Source: an optimization exercise on an open RTL-to-GDS flow (aim: small area, a short achievable clock period and few clock cycles per item). Production flows keep margins and buffers that such runs may drop.
In this exercise RTL edits were held to simulation tests only and were not proved equivalent to the original.

**design/flow/config.mk**
```make
export PLATFORM = sky130hd
export DESIGN_NAME = cnn_conv_top
export DESIGN_NICKNAME = cnn_conv_top
export VERILOG_FILES = /design/flow/design.v
export SDC_FILE = /design/flow/constraint.sdc
export NUM_CORES = 4
export LEC_CHECK = 0
export CAP_MARGIN = 20
export CORE_MARGIN = 2
export CORE_UTILIZATION = 40
export SLEW_MARGIN = 20
```
**design/flow/constraint.sdc**
```tcl
create_clock -name core_clock -period 12.0 [get_ports {clk}]
set_input_delay 2.4000 -clock core_clock [delete_from_list [all_inputs] [get_ports {clk}]]
set_output_delay 2.4000 -clock core_clock [all_outputs]
set_load 0.01 [all_outputs]
```
**design/flow/design.v**
```verilog
module conv_window_mac (
    input  logic [3*3*8-1:0] window,  
    input  logic [3*3*8-1:0] kernel,  
    output logic signed [20-1:0]                 sum
);
    localparam int KSIZE = 3 * 3;
    logic signed [20-1:0] prod [KSIZE];
    logic signed [20-1:0] lvl1 [4];
    logic signed [20-1:0] lvl2 [2];
    always_comb begin
        for (int i = 0; i < KSIZE; i++) begin
            prod[i] = $signed({{(20-8){1'b0}}, window[i*8 +: 8]})
                    * $signed({{(20-8){kernel[i*8+8-1]}},
                               kernel[i*8 +: 8]});
        end
    end
    always_comb begin
        for (int i = 0; i < 4; i++) begin
            lvl1[i] = prod[2*i] + prod[2*i+1];
        end
        for (int i = 0; i < 2; i++) begin
            lvl2[i] = lvl1[2*i] + lvl1[2*i+1];
        end
    end
    assign sum = lvl2[0] + lvl2[1] + prod[KSIZE-1];  
endmodule
module conv_frame_loader (
    input  logic                                clk,
    input  logic                                rst_n,
    input  logic                                in_valid,
    output logic                                in_ready,
    input  logic [8:0]                 in_beat,      
    output logic                                frame_valid,
    input  logic                                frame_ready,
    output logic [(8 * 8)*8-1:0]  frame_pix,
    output logic [(3 * 3 * 3)*8-1:0]  frame_wgt     
);
    localparam int PIX_IDX_W = $clog2((8 * 8));
    localparam int WGT_IDX_W = $clog2((3 * 3 * 3));
    logic [(8 * 8)*8-1:0] pix_buf;
    logic [(3 * 3 * 3)*8-1:0] wgt_bank;
    logic [PIX_IDX_W-1:0]               pix_idx;
    logic [WGT_IDX_W-1:0]               wgt_idx;
    logic [8-1:0]              beat_data;
    logic in_fire;
    logic pix_fire;
    logic wgt_fire;
    assign in_ready  = !frame_valid;
    assign in_fire   = in_valid && in_ready;
    assign pix_fire  = in_fire && in_beat[8];
    assign wgt_fire  = in_fire && !in_beat[8];
    assign beat_data = in_beat[8-1:0];
    always_ff @(posedge clk or negedge rst_n) begin
        if (!rst_n) begin
            pix_idx  <= '0;
            wgt_idx  <= '0;
            wgt_bank <= '0;
        end else begin
            if (pix_fire) begin
                pix_idx <= pix_idx + 1'b1;  
            end
            if (wgt_fire) begin
                wgt_bank[wgt_idx*8 +: 8] <= beat_data;
                if (wgt_idx == WGT_IDX_W'((3 * 3 * 3) - 1)) begin
                    wgt_idx <= '0;
                end else begin
                    wgt_idx <= wgt_idx + 1'b1;
                end
            end
        end
    end
    always_ff @(posedge clk) begin
        if (pix_fire) begin
            pix_buf[pix_idx*8 +: 8] <= beat_data;
        end
    end
    always_ff @(posedge clk or negedge rst_n) begin
        if (!rst_n) begin
            frame_valid <= 1'b0;
        end else if (pix_fire && (pix_idx == PIX_IDX_W'((8 * 8) - 1))) begin
            frame_valid <= 1'b1;
        end else if (frame_ready) begin
            frame_valid <= 1'b0;
        end
    end
    assign frame_pix = pix_buf;
    assign frame_wgt = wgt_bank;
endmodule
module conv_engine (
    input  logic                                         clk,
    input  logic                                         rst_n,
    input  logic                                         frame_valid,
    output logic                                         frame_ready,
    input  logic [(8 * 8)*8-1:0]           frame_pix,
    input  logic [(3 * 3 * 3)*8-1:0]           frame_wgt,
    output logic                                         conv_valid,
    input  logic                                         conv_ready,
    output logic [3*20-1:0]          conv_acc,   
    output logic                                         conv_last   
);
    localparam int KSIZE = 3 * 3;
    localparam int POS_W = $clog2((8 - 3 + 1));
    localparam logic ENG_IDLE = 1'b0;
    localparam logic ENG_SCAN = 1'b1;
    logic                                 state;
    logic [(8 * 8)*8-1:0]   pix_q;
    logic [(3 * 3 * 3)*8-1:0]   wgt_q;
    logic [POS_W-1:0]                     row;
    logic [POS_W-1:0]                     col;
    logic [KSIZE*8-1:0]          window;
    logic [3*20-1:0]  sums;
    logic frame_fire;
    logic conv_fire;
    logic issue;
    logic last_pos;
    assign frame_ready = (state == ENG_IDLE);
    assign frame_fire  = frame_valid && frame_ready;
    assign conv_fire   = conv_valid && conv_ready;
    assign last_pos    = (row == POS_W'((8 - 3 + 1) - 1)) && (col == POS_W'((8 - 3 + 1) - 1));
    assign issue = (state == ENG_SCAN) && (!conv_valid || (conv_ready && !conv_last));
    always_ff @(posedge clk) begin
        if (frame_fire) begin
            pix_q <= frame_pix;
            wgt_q <= frame_wgt;
        end
    end
    always_comb begin
        for (int i = 0; i < 3; i++) begin
            for (int j = 0; j < 3; j++) begin
                window[(i*3 + j)*8 +: 8] =
                    pix_q[((row + i) * 8 + col + j)*8 +: 8];
            end
        end
    end
    for (genvar f = 0; f < 3; f++) begin : g_mac
        conv_window_mac i_mac (
            .window (window),
            .kernel (wgt_q[f*KSIZE*8 +: KSIZE*8]),
            .sum    (sums[f*20 +: 20])
        );
    end
    always_ff @(posedge clk or negedge rst_n) begin
        if (!rst_n) begin
            state      <= ENG_IDLE;
            conv_valid <= 1'b0;
            row        <= '0;
            col        <= '0;
        end else begin
            if (frame_fire) begin
                state <= ENG_SCAN;
            end else if (conv_fire && conv_last) begin
                state <= ENG_IDLE;
            end
            if (issue) begin
                conv_valid <= 1'b1;
            end else if (conv_fire) begin
                conv_valid <= 1'b0;
            end
            if (issue) begin
                if (col == POS_W'((8 - 3 + 1) - 1)) begin
                    col <= '0;
                    row <= last_pos ? '0 : row + 1'b1;  
                end else begin
                    col <= col + 1'b1;
                end
            end
        end
    end
    always_ff @(posedge clk) begin
        if (issue) begin
            conv_acc  <= sums;
            conv_last <= last_pos;
        end
    end
endmodule
module conv_result_stage (
    input  logic                                 clk,
    input  logic                                 rst_n,
    input  logic                                 conv_valid,
    output logic                                 conv_ready,
    input  logic [3*20-1:0]  conv_acc,
    input  logic                                 conv_last,
    output logic                                 out_valid,
    input  logic                                 out_ready,
    output logic [3*8:0]    out_beat    
);
    localparam int FEAT_MAX = (1 << 8) - 1;
    logic [3*8:0] next_beat;
    logic                              conv_fire;
    function automatic logic [8-1:0] to_feature(input logic signed [20-1:0] value);
        logic signed [20-1:0] scaled;
        scaled = value >>> 4;
        if (value < 0) begin
            to_feature = '0;
        end else if (scaled > FEAT_MAX) begin
            to_feature = FEAT_MAX[8-1:0];
        end else begin
            to_feature = scaled[8-1:0];
        end
    endfunction
    always_comb begin
        for (int f = 0; f < 3; f++) begin
            next_beat[1 + f*8 +: 8] = to_feature(conv_acc[f*20 +: 20]);
        end
        next_beat[0] = conv_last;
    end
    assign conv_ready = !out_valid || out_ready;  
    assign conv_fire  = conv_valid && conv_ready;
    always_ff @(posedge clk or negedge rst_n) begin
        if (!rst_n) begin
            out_valid <= 1'b0;
        end else if (conv_fire) begin
            out_valid <= 1'b1;
        end else if (out_ready) begin
            out_valid <= 1'b0;
        end
    end
    always_ff @(posedge clk) begin
        if (conv_fire) begin
            out_beat <= next_beat;
        end
    end
endmodule
module cnn_conv_top (
    input  logic        clk,
    input  logic        rst_n,
    input  logic        in_valid,
    output logic        in_ready,
    input  logic [8:0]  in_beat,    
    output logic        out_valid,
    input  logic        out_ready,
    output logic [24:0] out_beat    
);
    logic                                frame_valid;
    logic                                frame_ready;
    logic [(8 * 8)*8-1:0]  frame_pix;
    logic [(3 * 3 * 3)*8-1:0]  frame_wgt;
    logic                                conv_valid;
    logic                                conv_ready;
    logic [3*20-1:0] conv_acc;
    logic                                conv_last;
    conv_frame_loader i_loader (
        .clk         (clk),
        .rst_n       (rst_n),
        .in_valid    (in_valid),
        .in_ready    (in_ready),
        .in_beat     (in_beat),
        .frame_valid (frame_valid),
        .frame_ready (frame_ready),
        .frame_pix   (frame_pix),
        .frame_wgt   (frame_wgt)
    );
    conv_engine i_engine (
        .clk         (clk),
        .rst_n       (rst_n),
        .frame_valid (frame_valid),
        .frame_ready (frame_ready),
        .frame_pix   (frame_pix),
        .frame_wgt   (frame_wgt),
        .conv_valid  (conv_valid),
        .conv_ready  (conv_ready),
        .conv_acc    (conv_acc),
        .conv_last   (conv_last)
    );
    conv_result_stage i_result (
        .clk        (clk),
        .rst_n      (rst_n),
        .conv_valid (conv_valid),
        .conv_ready (conv_ready),
        .conv_acc   (conv_acc),
        .conv_last  (conv_last),
        .out_valid  (out_valid),
        .out_ready  (out_ready),
        .out_beat   (out_beat)
    );
endmodule
```
**design/flow/run.sh**
```bash
#!/bin/bash
# synth_recipe.tcl (not shown) runs the flow's synth.tcl, then flattens the netlist and writes it again
# the make line also repeats each setting of config.mk as NAME=value (left out here)
make -C /OpenROAD-flow-scripts/flow DESIGN_CONFIG=/design/flow/config.mk WORK_HOME=/design/flow/orfs CLKGATE_MAP_FILE= SYNTH_SCRIPT=/design/flow/synth_recipe.tcl finish
```
==> results.toml <==
[outcome]
outcome = "timing/DRC/antenna clean"

[sta]
hold_ws_ns = 0.407
tightest_slew_ns = 1.26
setup_tns_ns = 0
setup_ws_ns = 0.335
relSlewSlack = 0.159
hold_viol_final = 0
slew_viol_final = 0
min_period_ns = 11.66
rsz0062_at_grt = "no"
setup_violations = 0
skew_ns = 0.0898
timing.final.crit_share = 0.972
max_freq_mhz = 85.7

[synth]
synth_cell_types = 99
synth_warnings = 7
synth_edf_count = 1314
yosys.area_share.simple = 0.0916
synthMuxAreaShare = 0.146
seq_area_frac_synth = 0.315
syn_area_sq_um = 144000
synth-compound-area-share = 0.0479
async_flop_share = 0.153
synth_top_family_by_area = "adder cells"
synth_fa_ha_area_frac = 0.313
synthCells = 12145
synth_nets = 14749
synth_xor_xnor_area_share = 0.00773
ys_seq_elements = 1551
synthFlopType = "edfxtp_1"
syn_avg_cell_area_sq_um = 11.9

[hold_path]
min_to = "i_engine.wgt_q[5]"
worstHoldPathCells = 0
worstHoldStart = "i_loader.wgt_bank[5]"
hp-class = "reg2reg"

[route]
ant_nets = 0
vias = 97862
wl_per_cell_um = 30.6
route.detailed.drc = 0
drt_iter0_drc = 10944
dr.pass1.iters = 6
vias_per_cell = 5.68
drt_wl_total_um = 528000

[clock_tree]
cts_sinks = 1551
root_buffer = "clkbuf_16"
clock_path_buffers = 4
cts_tree = "built"
htreeDepth = 4
clk_transition_reported_paths_ns = 0.07
clock_latency_ns = 0.94
numCtsBuffers = 174

[worst_setup_path]
critPathMaxStageDelay_ns = 0.67
crit_path_end_kind = "register"
r2r_cells = 32
path_buf_inv = 7
rr_startpoint = "i_engine.col[1]"
crit_type = "reg2reg"
critical_path.max_fanout = 81
path_delay_family = "adder cells"
cp.arrival_ns = 12.23
startpoint_type = "register"
critPathSlowestCell = "nand2_1"
crit_required_ns = 12.57
reg2reg_setup_slack_ns = 0.34
r2r-end = "i_engine.conv_acc[58]"
crit_path_frequent_cell = "fa_1"

[floorplan]
core_area_sq_um = 359000
dieHeight_um = 605
die_x_um = 605
start_util = 0.402
pin_count = 40
std_cell_rows = 220
die_area_sq_um = 365000

[layout]
multi_input_area_sq_um = 88100
fill_cells = 33505
area_growth_pct = 9.94
postLayoutCellArea_sq_um = 159000
nNetsFinal = 14903
seq_area_sq_um = 45400
instances_no_fill = 17230
drive_above_1_share = 0.164

[global_routing]
grt.overflow.total = 0
antenna_found_initial = 38
grt_pass1_wl_um = 751000
grt_max_degree = 146
grt_pass1_vias = 99609
grt_use_total = 0.290

[placed_design]
dp_hpwl_um = 417000
pre_cts_ws_ns = -0.0648
io_buffers = 39
place_area_sq_um = 153000
gp_congestion = 1.03
dp.cells = 16890

[run]
drv_cap = 0
## worst max path at each step
stage	slack (ns)	end	startpoint	depth (start not counted)
6_report	0.34	i_engine.conv_acc[58]	i_engine.col[1]	32
5_1_grt	0.01	i_engine.conv_acc[58]	i_engine.col[0]	39
4_1_cts	0.06	i_engine.conv_acc[38]	i_engine.col[0]	36
3_5_place_dp	-0.06	i_engine.conv_acc[38]	i_engine.col[0]	36
3_3_place_gp	-0.05	i_engine.conv_acc[38]	i_engine.col[0]	36
2_1_floorplan	0.26	i_engine.pix_q[0]	i_loader.frame_valid	2
## metrics by stage
stage                      util
after floorplan               -
after global placement    0.425
after detailed placement  0.426
after CTS                 0.441
after global routing      0.442
final                     0.442
## cell usage after synthesis (16+ instances only)
| cell | count | share of area |
|---|---|---|
| nor3_1 | 117 | 0.0041 |
| nand3_1 | 125 | 0.0043 |
| o21a_1 | 16 | 0.00083 |
| buf_1 | 41 | 0.0011 |
| o311ai_0 | 17 | 0.0010 |
| and3_1 | 128 | 0.0056 |
| mux2_2 | 708 | 0.055 |
| a21oi_1 | 180 | 0.0062 |
| inv_1 | 2187 | 0.057 |
| dfrtp_1 | 237 | 0.041 |
| mux4_2 | 403 | 0.063 |
| o211ai_1 | 27 | 0.0014 |
| a221oi_1 | 49 | 0.0030 |
| buf_6 | 36 | 0.0028 |
| edfxtp_1 | 1314 | 0.27 |
| o22ai_1 | 26 | 0.0011 |
| fa_1 | 1704 | 0.24 |
| o221ai_1 | 41 | 0.0025 |
| clkbuf_1 | 266 | 0.0069 |
| a211oi_1 | 61 | 0.0032 |
| nor2_1 | 351 | 0.0091 |
| nand4_1 | 24 | 0.0010 |
| a311oi_1 | 25 | 0.0015 |
| a22o_1 | 163 | 0.0099 |
| a31oi_1 | 29 | 0.0013 |
| nor2b_1 | 159 | 0.0069 |
| o31ai_1 | 19 | 0.00099 |
| a21o_1 | 18 | 0.00094 |
| buf_2 | 166 | 0.0058 |
| nand2_1 | 865 | 0.023 |
| buf_4 | 51 | 0.0027 |
| or2_2 | 23 | 0.0010 |
| nand2b_1 | 81 | 0.0035 |
| o21ai_0 | 144 | 0.0050 |
| xnor2_1 | 91 | 0.0055 |
| ha_1 | 887 | 0.077 |
| mux2i_1 | 395 | 0.027 |
| xor2_1 | 27 | 0.0016 |
| and2_1 | 702 | 0.030 |
## routing by layer
| metal | share of wire | vias to the layer above | track usage |
|---|---|---|---|
| li1 | - | 41077 | - |
| met1 | 0.40 | 51371 | 0.386 |
| met2 | 0.45 | 4456 | 0.450 |
| met3 | 0.081 | 950 | 0.0532 |
| met4 | 0.066 | 8 | 0.157 |
| met5 | 0.00011 | - | 0 |
## logic make-up after synthesis
| group | after synthesis |
|---|---|
| flops | 1551 |
| mux | 1507 |
| buf+inv | 2782 |
| simple gates | 2635 |
| fa+ha+maj | 2591 |
| xor+xnor | 123 |
| compound gates | 956 |
## repair_timing
item / in CTS / in global routing
hold buffers: 0 / 0
hold endpoints to repair: 0 / 0
resized for setup: 1 / 12
setup endpoints to repair: 2 / 14
setup buffers: 0 / 4
pin swaps: 0 / 4
## registers in the layout (all words and copies together), names as in the netlist, 3 cells and up
name / cells
i_engine.col: 3
i_engine.conv_acc: 48
i_engine.pix_q: 512
i_engine.row: 3
i_engine.wgt_q: 216
i_loader.pix_buf: 512
i_loader.pix_idx: 6
i_loader.wgt_bank: 216
i_loader.wgt_idx: 5
i_result.out_beat: 25
## final cells by class
class | instances | share of cell area
diodes | 18 | 0.000284
clock inverters | 81 | 0.00565
flip-flops and latches | 1551 | 0.286
clock buffers | 235 | 0.0297
repair buffers | 564 | 0.0326
multi-input cells | 7812 | 0.556
well taps | 4773 | 0.0377
inverters | 2196 | 0.0520
## cells in the final DEF, fill, tap and decap left out, types with 140 or more instances in the layout
cell type     n
mux2_2      708
a21oi_1     172
inv_1      2186
buf_4       463
mux2i_1     392
fa_1       1704
nor2_1      337
nand2_1     865
mux4_2      403
edfxtp_1   1314
ha_1        885
dfrtp_1     233
o21ai_0     140
nor2b_1     157
a22o_1      163
and2_1      703
clkbuf_16   176
Testbench counts, summed over its fixed seeds: cycles 7,800, items 3,456.

## port drivers added, routing unchanged
How much do the figures lean on ideal ports? The routed layout below was timed once more, with nothing changed but the port constraints.
Step 1, drivers: a clkbuf_16 drives clk and a buf_2 each remaining input, both assumed.
Step 2, shift: input delay + t, output delay - t, t = (earliest + latest rising clock arrival at the registers) / 2. This alone moves slack from input paths to output paths.
a / b / c = ideal ports / drivers / drivers and shift; a / b = the first two.
shift t [ns]: 0.991
setup slack, ns: 0.335 / 0.335 / 0.335
slew at the worst register clock pin (ns): 0.09 / 0.09
After both steps setup and hold are still met in this run. The setup slack of this run moves by 0.000 ns with the drivers and by 0.000 ns with both steps.
